Source: an optimization exercise on an open RTL-to-GDS flow (aim: small area). Production flows keep margins and buffers that such runs may drop.
Function was checked by simulation only, so behaviour that the tests miss may differ from the original.
Power is estimated from default activity; no workload was simulated.

==> run K <==
// rs_top
module rs_top #(
    parameter int ALU_ENTRIES    = 8,
    parameter int MUL_ENTRIES    = 4,
    parameter int MEM_ENTRY_BITS = 4
) (
    input  logic                 clk,
    input  logic                 rst,
    input  logic                 dispatch_valid,
    input  rs_pkg::instr_class_t dispatch_class,
    input  rs_pkg::rob_order_t   dispatch_order,
    input  logic                 dispatch_rs1_used,
    input  logic                 dispatch_rs1_rdy,
    input  rs_pkg::phys_reg_t    dispatch_rs1_paddr,
    input  rs_pkg::word_t        dispatch_rs1_data,
    input  logic                 dispatch_rs2_used,
    input  logic                 dispatch_rs2_rdy,
    input  rs_pkg::phys_reg_t    dispatch_rs2_paddr,
    input  rs_pkg::word_t        dispatch_rs2_data,
    input  rs_pkg::ctrl_word_t   dispatch_ctrl,
    output logic                 stall,
    input  logic                 wb_valid,
    input  rs_pkg::phys_reg_t    wb_paddr,
    input  rs_pkg::word_t        wb_data,
    input  rs_pkg::rob_order_t   rob_head_order,
    input  logic                 alu_issue_req,
    output logic                 alu_issue_valid,
    output rs_pkg::rob_order_t   alu_issue_order,
    output rs_pkg::word_t        alu_issue_rs1_data,
    output rs_pkg::word_t        alu_issue_rs2_data,
    output rs_pkg::ctrl_word_t   alu_issue_ctrl,
    input  logic                 mul_issue_req,
    output logic                 mul_issue_valid,
    output rs_pkg::rob_order_t   mul_issue_order,
    output rs_pkg::word_t        mul_issue_rs1_data,
    output rs_pkg::word_t        mul_issue_rs2_data,
    output rs_pkg::ctrl_word_t   mul_issue_ctrl,
    input  logic                 mem_issue_req,
    output logic                 mem_issue_valid,
    output rs_pkg::rob_order_t   mem_issue_order,
    output rs_pkg::word_t        mem_issue_rs1_data,
    output rs_pkg::word_t        mem_issue_rs2_data,
    output rs_pkg::ctrl_word_t   mem_issue_ctrl
);
clock: 7.0 ns
lec_check: 0
cap_margin: 20
core_margin: 2
core_utilization: 50
cts_buf_list: sky130_fd_sc_hd__clkbuf_16
cts_cluster_diameter: 60
cts_cluster_size: 22
slew_margin: 20
buffer_ports_args: -buffer_cell sky130_fd_sc_hd__buf_1
cts_args: -sink_clustering_enable -repair_clock_nets -sink_clustering_size 22 -sink_clustering_max_diameter 60 -buf_list sky130_fd_sc_hd__clkbuf_16 -dont_use_dummy_load
standard.sh (not shown) runs the stock make flow with config.mk's settings and CLKGATE_MAP_FILE= SYNTH_SCRIPT=/design/flow/synth_recipe.tcl, a recipe that flattens the netlist after the stock synthesis.
==> flow/flow/run.sh <==
#!/bin/bash
# Standard layout, with two changes: the port buffers are the smallest buffer
# (every port still gets one), and CTS inserts no dummy loads.
set -euo pipefail
cd "$(dirname "$0")/.."
{
  echo 'export BUFFER_PORTS_ARGS = -buffer_cell sky130_fd_sc_hd__buf_1'
  echo 'export CTS_ARGS = -sink_clustering_enable -repair_clock_nets -sink_clustering_size 22 -sink_clustering_max_diameter 60 -buf_list sky130_fd_sc_hd__clkbuf_16 -dont_use_dummy_load'
} >> config.mk
bash standard.sh > standard.log 2>&1
==> inputs of run Y, as changes to run K <==
==> flow/flow/run.sh (replaced) <==
#!/bin/bash
# Standard layout, with two changes: the port buffers are the smallest buffer
# (every port still gets one), and CTS inserts no dummy loads.
set -euo pipefail
cd "$(dirname "$0")/.."
{
  echo 'export BUFFER_PORTS_ARGS = -buffer_cell sky130_fd_sc_hd__buf_1'
  echo 'export CTS_ARGS = -sink_clustering_enable -repair_clock_nets -sink_clustering_size 15 -sink_clustering_max_diameter 60 -buf_list sky130_fd_sc_hd__clkbuf_8 -dont_use_dummy_load'
} >> config.mk
bash standard.sh > standard.log 2>&1
==> flow/config.mk (replaced) <==
export PLATFORM = sky130hd
export DESIGN_NAME = rs_top
export DESIGN_NICKNAME = rs_top
export VERILOG_FILES = /design/flow/design.v
export SDC_FILE = /design/flow/constraint.sdc
export NUM_CORES = 4
export LEC_CHECK = 0
export CAP_MARGIN = 3
export CORE_MARGIN = 2
export CORE_UTILIZATION = 55
export CTS_BUF_LIST = sky130_fd_sc_hd__clkbuf_8
export CTS_CLUSTER_DIAMETER = 60
export CTS_CLUSTER_SIZE = 15
export SLEW_MARGIN = 3
export BUFFER_PORTS_ARGS = -buffer_cell sky130_fd_sc_hd__buf_1
export CTS_ARGS = -sink_clustering_enable -repair_clock_nets -sink_clustering_size 15 -sink_clustering_max_diameter 60 -buf_list sky130_fd_sc_hd__clkbuf_8 -dont_use_dummy_load
==> comparison table <==
	run Y	run K
Clock root buffer	clkbuf_8	clkbuf_16
R2r setup slk	1850 ps	1860 ps
Clock skew	88.5 ps	101 ps
R2R cell count	8	12
Routed metal-1 wire length	150 mm	156 mm
Total length of routed wires	422 mm	433 mm
Worst reg2reg path endpoint	mem_queue_i.nv1[451]	mem_queue_i.nv1[485]
Tapcell Cnt	2,656	2,871
Internal power consumption	0.0198 W	0.0217 W
Leakage power of the design	34.8 nW	35.8 nW
Final weighted congestion in routability-driven placement	0.918	0.906
Number of global-route vias before repair	80.4k	80.7k
Power dissipated by switching net loads	0.00610 W	0.00634 W
Maximum VDD drop	155 uV	242 uV
Met3 wire length	58.1 mm	65.7 mm
Iteration-0 DRC count of the detailed router	14.6k	15.4k
Number of cells in the design after placement	10.8k	11.0k
Count of plain and timing-repair buffers in the layout	737	768
Worst Path Buf+Inv	2	1
Non-clock buffer contribution to total cell area	3.65%	3.97%
Proportion of power drawn by combinational gates	6.6%	6.3%
Sequential share of cell area	64.4%	63.1%
Outcome	finished with violations	no timing/DRC/antenna violations
Violated checks	max-capacitance violations, max-slew violations	-
Fin cells	11.0k	11.2k
Setup slack at placement	1580 ps	1680 ps
HPWL Detailed	247 mm	251 mm
Starting density of the core	55.2%	50.2%

separate check: timing with driven ports:
The flow's constraints put no driver on any port. The routed layouts listed below were extracted and timed again, unchanged, in two steps. Step 1 sets driving cells, clkbuf_16 on the clock port and buf_2 on the other inputs (assumed; they add their load-dependent delay and slew). Step 2 also shifts input and output timing later by t, the mid clock arrival at the registers, as if the neighbouring blocks saw the same clock. Three values: no drivers, after step 1, after step 2; two values: the first two.
| run | shift t [ns] | setup WS [ns] | hold WS [ns] | slew at the worst register clock pin (ns) |
|---|---|---|---|---|
| run K | 0.931 | 0.720 / 0.625 / 1.424 | 0.501 / 0.501 / 0.501 | 0.10 / 0.10 |
| run Y | 1.106 | 0.620 / 0.532 / 1.333 | 0.502 / 0.502 / 0.502 | 0.11 / 0.11 |
